Context: an optimization exercise on an open-source flow, tuned for small area, a short achievable clock period and few clock cycles per item. The choices shown serve that exercise and are no tape-out recipe.
Function was checked by simulation only, so behaviour that the tests miss may differ from the original.
No activity file was given, so power comes from the tool's default toggle rates.

===== config.mk =====
export PLATFORM = sky130hd
export DESIGN_NAME = bresenham_line_rasterizer
export DESIGN_NICKNAME = bresenham_line_rasterizer
export VERILOG_FILES = /design/flow/design.v
export SDC_FILE = /design/flow/constraint.sdc
export NUM_CORES = 4
export LEC_CHECK = 0
export CAP_MARGIN = 20
export CORE_MARGIN = 2
export CORE_UTILIZATION = 40
export SLEW_MARGIN = 20

===== constraint.sdc =====
create_clock -name core_clock -period 7.5 [get_ports {clock}]
set_input_delay 1.5000 -clock core_clock [delete_from_list [all_inputs] [get_ports {clock}]]
set_output_delay 1.5000 -clock core_clock [all_outputs]
set_load 0.01 [all_outputs]

===== design.v =====
package brl_pkg;
   localparam int COORD_BITS_DEFAULT  = 12;
   localparam int QUEUE_DEPTH_DEFAULT = 2;
   localparam int CFG_ADDR_BITS = 4;
   localparam int CFG_DATA_BITS = 32;
   localparam int OFFSET_BITS   = 12;
   localparam int STRIDE_BITS   = 16;
   localparam int CHAN_BITS     = 8;
   localparam int COLOR_BITS    = 3 * CHAN_BITS;
   localparam int ADDR_BITS     = 32;
   localparam int WORD_BITS     = 32;
   localparam int HALF_BITS     = WORD_BITS / 2;
   localparam int RED_SHIFT_565   = 11;
   localparam int GREEN_SHIFT_565 = 5;
   localparam int SHIFT_BGRX32 = 2;
   localparam int SHIFT_RGB565 = 1;
   typedef enum logic [1:0] {
      REG_X_OFFSET    = 2'd0,
      REG_Y_OFFSET    = 2'd1,
      REG_LINE_STRIDE = 2'd2,
      REG_PIXEL_MODE  = 2'd3
   } reg_index_type;
   typedef enum logic {
      MODE_BGRX32 = 1'b0,
      MODE_RGB565 = 1'b1
   } pixel_mode_type;
   typedef enum logic {
      KIND_LOAD = 1'b0,
      KIND_STEP = 1'b1
   } item_kind_type;
   typedef struct packed {
      logic [OFFSET_BITS-1:0] x_offset;
      logic [OFFSET_BITS-1:0] y_offset;
      logic [STRIDE_BITS-1:0] line_stride;
      pixel_mode_type         pixel_mode;
   } cfg_type;
   function automatic int entry_bits(input int coord_bits);
      entry_bits = 5 * coord_bits + COLOR_BITS + 3;
   endfunction
   function automatic int req_data_bits(input int coord_bits);
      req_data_bits = ((4 * coord_bits + COLOR_BITS + 7) / 8) * 8;
   endfunction
   function automatic int rsp_data_bits(input int coord_bits);
      rsp_data_bits = ((2 * coord_bits + ADDR_BITS + WORD_BITS + 7) / 8) * 8;
   endfunction
endpackage
module brl_front #(
   parameter int COORD_BITS = brl_pkg::COORD_BITS_DEFAULT
) (
   input  logic [brl_pkg::req_data_bits(COORD_BITS)-1:0]  req_tdata,
   output logic                                           steep,
   output logic                                           minor_down,
   output logic [COORD_BITS-1:0]                          px0,
   output logic [COORD_BITS-1:0]                          py0,
   output logic [COORD_BITS-1:0]                          dmaj,
   output logic [COORD_BITS-1:0]                          dmin,
   output logic [brl_pkg::COLOR_BITS-1:0]                 color
);
   localparam int C  = COORD_BITS;
   localparam int CB = brl_pkg::CHAN_BITS;
   logic [C-1:0] xs, ys, xe, ye, adx, ady;
   logic         x_desc, y_desc, x_asc, y_asc, swap;
   assign xs    = req_tdata[C-1:0];
   assign ys    = req_tdata[2*C-1:C];
   assign xe    = req_tdata[3*C-1:2*C];
   assign ye    = req_tdata[4*C-1:3*C];
   assign color = {req_tdata[4*C+CB-1:4*C], req_tdata[4*C+2*CB-1:4*C+CB],
                   req_tdata[4*C+3*CB-1:4*C+2*CB]};
   always_comb begin
      x_desc = xs > xe;
      y_desc = ys > ye;
      x_asc  = xe > xs;
      y_asc  = ye > ys;
      adx    = x_desc ? xs - xe : xe - xs;
      ady    = y_desc ? ys - ye : ye - ys;
      steep  = !(ady < adx);
      swap   = steep ? y_desc : x_desc;
      px0    = swap ? xe : xs;
      py0    = swap ? ye : ys;
      if (steep) begin
         minor_down = swap ? x_asc : x_desc;
         dmaj = ady;
         dmin = adx;
      end else begin
         minor_down = swap ? y_asc : y_desc;
         dmaj = adx;
         dmin = ady;
      end
   end
endmodule
module brl_back #(
   parameter int COORD_BITS = brl_pkg::COORD_BITS_DEFAULT
) (
   input  logic                                           clock,
   input  logic                                           reset,
   input  brl_pkg::cfg_type                               cfg,
   input  logic                                           req_tvalid,
   output logic                                           req_tready,
   input  logic [brl_pkg::req_data_bits(COORD_BITS)-1:0]  req_tdata,
   input  logic                                           req_tuser,
   output logic                                           rsp_tvalid,
   input  logic                                           rsp_tready,
   output logic [brl_pkg::rsp_data_bits(COORD_BITS)-1:0]  rsp_tdata,
   output logic                                           rsp_tlast
);
   localparam int C        = COORD_BITS;
   localparam int ERR_BITS = C + 2;
   localparam int AB = brl_pkg::ADDR_BITS;
   localparam int WB = brl_pkg::WORD_BITS;
   localparam int HB = brl_pkg::HALF_BITS;
   localparam int CB = brl_pkg::CHAN_BITS;
   localparam int RSP_BITS = brl_pkg::rsp_data_bits(COORD_BITS);
   logic                           f_steep, f_down;
   logic [C-1:0]                   f_px, f_py, f_dmaj, f_dmin;
   logic [brl_pkg::COLOR_BITS-1:0] f_color;
   brl_front #(
      .COORD_BITS (COORD_BITS)
   ) u_front (
      .req_tdata  (req_tdata),
      .steep      (f_steep),
      .minor_down (f_down),
      .px0        (f_px),
      .py0        (f_py),
      .dmaj       (f_dmaj),
      .dmin       (f_dmin),
      .color      (f_color)
   );
   logic active_ff;      
   logic out_valid_ff;   
   logic setup_ff;       
   logic                           steep_ff, down_ff;
   logic [C-1:0]                   px_ff, py_ff, rem_ff, dmin_ff, ndd_ff;
   logic signed [ERR_BITS-1:0]     err_ff;
   logic [brl_pkg::COLOR_BITS-1:0] color_ff;
   logic [AB-1:0]                  addr_ff;
   logic          deliver, accept, load, step, open_now, cond;
   logic [AB-1:0] x_part, y_part, addr_init, addr_step, tx, ty;
   logic [C:0]    x_sum, y_sum;
   logic [CB-1:0] red, green, blue;
   logic [HB-1:0] word565;
   logic [WB-1:0] word;
   assign deliver    = out_valid_ff && rsp_tready;
   assign req_tready = !out_valid_ff || rsp_tready;
   assign accept     = req_tvalid && req_tready;
   assign load       = accept && brl_pkg::item_kind_type'(req_tuser) == brl_pkg::KIND_LOAD;
   assign step       = accept && brl_pkg::item_kind_type'(req_tuser) == brl_pkg::KIND_STEP;
   assign open_now   = deliver ? rem_ff != C'(1) : active_ff;
   assign cond       = err_ff > 0;
   always_comb begin
      x_sum = (C+1)'(px_ff) + (C+1)'(cfg.x_offset);
      y_sum = (C+1)'(py_ff) + (C+1)'(cfg.y_offset);
      case (cfg.pixel_mode)
         brl_pkg::MODE_RGB565: x_part = AB'(x_sum) << brl_pkg::SHIFT_RGB565;
         default:              x_part = AB'(x_sum) << brl_pkg::SHIFT_BGRX32;
      endcase
      y_part    = AB'(y_sum) * AB'(cfg.line_stride);
      addr_init = x_part + y_part;
      if (steep_ff) begin
         ty = AB'(cfg.line_stride);
         tx = cond ? AB'(cfg.pixel_mode ? 2 : 4) : '0;
         if (down_ff) tx = -tx;
      end else begin
         tx = AB'(cfg.pixel_mode ? 2 : 4);
         ty = cond ? AB'(cfg.line_stride) : '0;
         if (down_ff) ty = -ty;
      end
      addr_step = addr_ff + tx + ty;
   end
   always_ff @(posedge clock) begin
      if (reset) begin
         active_ff    <= 1'b0;
         out_valid_ff <= 1'b0;
         setup_ff     <= 1'b0;
      end else begin
         setup_ff <= load;
         if (load) begin
            active_ff    <= f_dmaj != '0;
            out_valid_ff <= 1'b0;
         end else begin
            if (deliver) active_ff <= rem_ff != C'(1);
            if (step) out_valid_ff <= open_now;
            else if (deliver) out_valid_ff <= 1'b0;
         end
      end
   end
   always_ff @(posedge clock) begin
      if (load) begin
         steep_ff <= f_steep;
         down_ff  <= f_down;
         px_ff    <= f_px;
         py_ff    <= f_py;
         rem_ff   <= f_dmaj;
         dmin_ff  <= f_dmin;
         ndd_ff   <= f_dmaj;
         color_ff <= f_color;
      end else if (setup_ff) begin
         ndd_ff  <= ndd_ff - dmin_ff;
         err_ff  <= ERR_BITS'({dmin_ff, 1'b0}) - ERR_BITS'(ndd_ff);
         addr_ff <= addr_init;
      end else if (deliver) begin
         if (steep_ff) begin
            py_ff <= py_ff + C'(1);
            if (cond) px_ff <= down_ff ? px_ff - C'(1) : px_ff + C'(1);
         end else begin
            px_ff <= px_ff + C'(1);
            if (cond) py_ff <= down_ff ? py_ff - C'(1) : py_ff + C'(1);
         end
         err_ff  <= cond ? err_ff - ERR_BITS'({ndd_ff, 1'b0})
                         : err_ff + ERR_BITS'({dmin_ff, 1'b0});
         rem_ff  <= rem_ff - C'(1);
         addr_ff <= addr_step;
      end
   end
   always_comb begin
      red   = color_ff[3*CB-1:2*CB];
      green = color_ff[2*CB-1:CB];
      blue  = color_ff[CB-1:0];
      word565 = (HB'(red) << brl_pkg::RED_SHIFT_565) |
                (HB'(green) << brl_pkg::GREEN_SHIFT_565) | HB'(blue);
      case (cfg.pixel_mode)
         brl_pkg::MODE_RGB565: word = WB'(word565);
         default:              word = WB'(color_ff);
      endcase
   end
   assign rsp_tvalid = out_valid_ff;
   assign rsp_tlast  = rem_ff == C'(1);
   assign rsp_tdata  = RSP_BITS'({word, addr_ff, py_ff, px_ff});
endmodule
module bresenham_line_rasterizer #(
   parameter int COORD_BITS  = brl_pkg::COORD_BITS_DEFAULT,
   parameter int QUEUE_DEPTH = brl_pkg::QUEUE_DEPTH_DEFAULT
) (
   input  logic                                           clock,
   input  logic                                           reset,
   input  logic                                           req_tvalid,
   output logic                                           req_tready,
   input  logic [brl_pkg::req_data_bits(COORD_BITS)-1:0]  req_tdata,
   input  logic                                           req_tuser,
   output logic                                           rsp_tvalid,
   input  logic                                           rsp_tready,
   output logic [brl_pkg::rsp_data_bits(COORD_BITS)-1:0]  rsp_tdata,
   output logic                                           rsp_tlast,
   input  logic                                           csr_psel,
   input  logic                                           csr_penable,
   input  logic                                           csr_pwrite,
   input  logic [brl_pkg::CFG_ADDR_BITS-1:0]              csr_paddr,
   input  logic [brl_pkg::CFG_DATA_BITS-1:0]              csr_pwdata,
   output logic [brl_pkg::CFG_DATA_BITS-1:0]              csr_prdata,
   output logic                                           csr_pready
);
   localparam int DB = brl_pkg::CFG_DATA_BITS;
   brl_pkg::cfg_type       cfg_ff, cfg_in;
   brl_pkg::reg_index_type csr_index;
   logic                   csr_write;
   assign csr_pready = 1'b1;
   assign csr_index  = brl_pkg::reg_index_type'(csr_paddr[brl_pkg::CFG_ADDR_BITS-1:2]);
   assign csr_write  = csr_psel && csr_penable && csr_pwrite && csr_pready;
   always_comb begin
      cfg_in = cfg_ff;
      if (csr_write) begin
         case (csr_index)
            brl_pkg::REG_X_OFFSET:
               cfg_in.x_offset = csr_pwdata[brl_pkg::OFFSET_BITS-1:0];
            brl_pkg::REG_Y_OFFSET:
               cfg_in.y_offset = csr_pwdata[brl_pkg::OFFSET_BITS-1:0];
            brl_pkg::REG_LINE_STRIDE:
               cfg_in.line_stride = csr_pwdata[brl_pkg::STRIDE_BITS-1:0];
            brl_pkg::REG_PIXEL_MODE:
               cfg_in.pixel_mode = brl_pkg::pixel_mode_type'(csr_pwdata[0]);
            default: cfg_in = cfg_ff;
         endcase
      end
   end
   always_comb begin
      case (csr_index)
         brl_pkg::REG_X_OFFSET:    csr_prdata = DB'(cfg_ff.x_offset);
         brl_pkg::REG_Y_OFFSET:    csr_prdata = DB'(cfg_ff.y_offset);
         brl_pkg::REG_LINE_STRIDE: csr_prdata = DB'(cfg_ff.line_stride);
         brl_pkg::REG_PIXEL_MODE:  csr_prdata = DB'(cfg_ff.pixel_mode);
         default:                  csr_prdata = '0;
      endcase
   end
   always_ff @(posedge clock) begin
      if (reset) begin
         cfg_ff <= '0;
      end else begin
         cfg_ff <= cfg_in;
      end
   end
   brl_back #(
      .COORD_BITS (COORD_BITS)
   ) u_back (
      .clock      (clock),
      .reset      (reset),
      .cfg        (cfg_ff),
      .req_tvalid (req_tvalid),
      .req_tready (req_tready),
      .req_tdata  (req_tdata),
      .req_tuser  (req_tuser),
      .rsp_tvalid (rsp_tvalid),
      .rsp_tready (rsp_tready),
      .rsp_tdata  (rsp_tdata),
      .rsp_tlast  (rsp_tlast)
   );
endmodule

===== run.sh =====
#!/bin/bash
# synth_recipe.tcl (not shown) runs the flow's synth.tcl, then flattens the netlist and writes it again
# the make line also repeats each setting of config.mk as NAME=value (left out here)
make -C /OpenROAD-flow-scripts/flow DESIGN_CONFIG=/design/flow/config.mk WORK_HOME=/design/flow/orfs CLKGATE_MAP_FILE= SYNTH_SCRIPT=/design/flow/synth_recipe.tcl finish

==> notes.md <==
-- power by group --
group          total, mW  switching, mW  internal (mW)
combinational       2.42           1.37           1.05
sequential          1.31         0.0885           1.22
clock              0.981          0.456          0.525
-- tightest hold or removal path, delay by kind of cell, from the launching register on --
family          cells  cell delay [ps]
simple gates        1               60
compound gates      1               60
flops               1              330
-- worst max-delay path by stage --
| stage | end | start | slack [ps] |
|---|---|---|---|
| final | u_back.addr_ff[27] | u_back.py_ff[0] | -520 |
| after global routing | u_back.addr_ff[27] | u_back.py_ff[0] | -860 |
| after CTS | u_back.addr_ff[27] | u_back.py_ff[0] | -590 |
| after detailed placement | u_back.addr_ff[27] | u_back.py_ff[0] | -800 |
| after global placement | u_back.addr_ff[27] | u_back.py_ff[0] | -700 |
| after floorplan | u_back.addr_ff[27] | u_back.py_ff[0] | -530 |
-- metrics by stage --
step                      hold slack (ps)  worst slack, ps
final                                 488             -520
after global routing                  516             -865
after CTS                             483             -590
after detailed placement              473             -805
after global placement                465             -697
after floorplan                       450             -533
-- routing by layer --
metal	GRT usage (%)	vias up	wire [um]
li1	-	10419	-
met1	29.4	10286	31500
met2	39.5	562	35100
met3	3.94	99	3870
met4	7.41	6	1980
met5	0	-	34
-- kinds of logic (layout without fill, tap and decap cells) --
family	count (synthesis)	count (layout)
buffers and inverters	552	827
DFF	176	176
AOI/OAI and AO/OA	623	623
xor gates and xnor gates	177	177
and+or+nand+nor	891	893
adders and majority gates	441	441
muxes	89	89
other	2	26
-- cell usage in the layout (no fill, tap or decap), types with 15 or more instances in the layout --
cell               n
nand2_1          375
a21o_1            40
buf_4            193
o21a_1            18
ha_1             244
clkdlybuf4s50_1  195
clkbuf_16         21
conb_1            25
nand2b_1          44
nor2_1           156
and2_1            75
inv_1            367
a21oi_1          205
edfxtp_1         132
o21ai_0          160
nand4_1           20
mux2i_1           74
nor3_1            50
xnor2_1          115
o21bai_1          17
inv_2             15
buf_6             17
xor2_1            56
nor2b_1           34
dfxtp_1           43
fa_1             175
nand3_1           27
-- flip-flops by register name (all words and copies together), names as in the netlist --
signal               cells
cfg_ff                  41
u_back.active_ff         1
u_back.addr_ff          32
u_back.color_ff         24
u_back.dmin_ff          12
u_back.down_ff           1
u_back.err_ff           14
u_back.ndd_ff           12
u_back.out_valid_ff      1
u_back.px_ff            12
u_back.py_ff            12
u_back.rem_ff           12
u_back.setup_ff          1
u_back.steep_ff          1
-- what timing repair did --
item,in CTS,in global routing
endpoints found under the setup margin,16,18
hold buffers,0,0
cloned,3,1
resized for setup,75,60
pin swaps,48,54
buffers inserted,17,9
-- cell type report --
class	count	area (um2)
well taps	782	978
fillers	5715	30600
diodes	1	2.50
flip-flops and latches	176	4850
repair buffers	414	3760
clock buffers	21	504
clock inverters	11	118
multi-input cells	2248	18100
inverters	381	1430
==> flow_results.org <==
** Setup path
- Among the stages of the critical path, the cell type that occurs most often is fa_1.
- STA classifies the critical path startpoint as a flip-flop.
- Family of cells with the greatest summed delay on the critical path :: adder cells
- The slowest stage of the critical path belongs to the cell fa_1.
- For flop-to-flop paths, the worst setup slack is -520 ps.
- The number of cells on the worst reg-to-reg path is 34.
- The worst setup path is captured at a flip-flop.
- Number of stages on the worst setup path :: 34
- Largest driver fanout on the critical path :: 6
- At the worst endpoint, the required time is 7730 ps.
- R2R Path Start :: u_back.py_ff[0]
- The endpoint identified for the worst register-to-register timing path is u_back.addr_ff[27].
- Worst path bufs/invs :: 6
- The largest single stage delay on the critical path is 550 ps.
- For the worst setup path, the data arrival time is 8250 ps.
- Type of the worst setup path :: reg2reg

** STA
- Unrepaired setup endpoints after global routing :: yes
- Post-route setup TNS :: -4850 ps
- Derived from the worst setup path, the maximum achievable clock frequency is 125 MHz.
- Setup-failing EPs final :: 15
- In this run the tightest slew margin relative to its limit is 27.6%.
- Setup slack on the critical path of the routed design comes to -520 ps.
- Tcrit/Tclk final :: 107%
- Endpoints failing hold :: 0
- Shortest clock period the worst path allows after layout :: 8020 ps
- The final max-slew violation count was 0.
- Largest clock skew in the final design :: 20.1 ps
- Actual transition at the worst max-transition pin :: 1080 ps

** Hold path
- The worst hold path passes through 2 cells.
- Worst min-delay path endpoint :: cfg_ff[25]
- Hold Path Class :: reg2reg
- Beginning of the worst hold path :: cfg_ff[25]

** Yosys
- The netlist uses 84 different library cells.
- After technology mapping, the gate count stands at 2951.
- Arithmetic-cell share of the synthesized area counting full adders, half adders and majority gates :: 28.1%
- Of the post-synthesis cell area, the dominant cell type holds 16.2%.
- Most instantiated flip-flop cell in the synthesis netlist :: edfxtp_1
- Area share of and/or/nand/nor cells after synthesis :: 17.1%
- Synth Area per Inst :: 8.28 um2
- Fraction of synthesized area in multiplexers :: 3.77%
- Sequential cells were found to cover 19.8% of the synthesized design area.
- During synthesis, Yosys emitted a total of 3 warnings.
- After synthesis, the largest family of logic cells by area is adder cells.
- Post-synthesis share of cell area spent on xor and xnor gates :: 6.35%
- Count of flip-flops with a built-in enable after synthesis :: 132
- Post-synth top area cell :: edfxtp_1
- By area the synthesized netlist is led by edfxtp_1, fa_1, ha_1.
- After synthesis the netlist holds a flip-flop and latch count of 176.
- Post-synthesis async set-or-reset flop share :: 0%
- Leading cell types by count after synthesis :: inv_1, nand2_1, ha_1
- The mapped netlist covers 24400 um2.
- inv_1 is the most common cell in the netlist.
- Compound-cell area share of the yosys netlist :: 15.7%

** Route
- Once detail routing completed, the nets flagged for antenna violations numbered 0.
- Routed vias/inst :: 5.30
- Average wire per cell in the routed design :: 18.0 um
- The first TritonRoute pass finished after 5 iterations.
- DRC violation count after routing :: 0
- Number of design-rule violations left by the first detailed-router iteration :: 1083
- Wires add up to 72500 um.
- The detailed router placed 21372 vias in this run.

** Placed design
- Port Buffer Count :: 196
- DP HPWL :: 58300 um
- Once placement completed, the tool counted placed cells totaling 3975.
- GPL Wtd Cong :: 0.949
- Summing all placed instances gives a cell area of 28300 um2.

** Global route
- Vias in the first global route :: 21779
- Global-route usage over all layers :: 23.0%
- Wire length of the first global-routing pass :: 115000 um
- Remaining global-route overflow :: 0
- Entering global routing, the biggest net connects 76 pins.
- The initial antenna violation count is 5.

** Die
- The floorplan step set the die height to 251 um.
- Core area :: 60400 um2
- The floorplan has 90 rows.
- The die covers 63100 um2.
- For this configuration, the core starts out at a cell density of 40.5%.
- Overall die width :: 251 um
- I/O pin count :: 240

** Run
- Max-capacitance violation count :: 0

** Finish
- With fillers left out, the area of the finished cells amounts to 29800 um2.
- Cells fill 49.3% of the core in the end.
- # nets final :: 3795
- Non-filler cells in the finished layout :: 4034
- In the final layout, the share of cells above drive strength 1 is 12.6%.
- Growth of design area from synthesis to finish :: 21.9%

** Clock network
- Clock-pin slew on the worst setup and hold paths :: 80 ps
- TritonCTS clock tree :: yes
- CTS Buf Count :: 17
- Clock tree synthesis found a total of 176 sinks.
- The clock passes through at most 2 buffers.
- Skew-Pair Late Insertion Delay :: 500 ps
- Clock tree synthesis selected as its root buffer the cell clkbuf_16.
- Number of levels in the clock H-tree :: 4

** Power
- Lkg Pwr :: 13.6 nW
- Overall power of the completed layout :: 4.71 mW
- Dividing total power by cell area gives a power density of 158 nW/um2.
- Largest voltage drop on the vdd net :: 169 uV

** Outcome
- Status :: complete, but fails checks
- The checks that failed were negative setup slack.
Testbench counts, summed over its fixed seeds: cycles 23,401, pixels 21,307.

static timing again, ports no longer ideal:
No port has a modelled driver above. Below, the same layout with a new extraction and two added sets of constraints.
Step 1: set_driving_cell puts a clkbuf_16 on clock and a buf_2 on each other input, an assumption about the parent block.
Step 2 also shifts input and output timing later by t, the mid clock arrival at the registers, as if the neighbouring blocks saw the same clock.
Three values: ideal, step 1, step 2; two values: the first two.
t, ns: 0.546
slack for setup (ns): -0.520 / -0.520 / -0.520
hold WS [ns]: 0.488 / 0.488 / 0.488
worst slew at a driven data input, ns: 0.10
For this run, drivers alone change the setup slack by 0.000 ns; drivers and shift together by 0.000 ns.
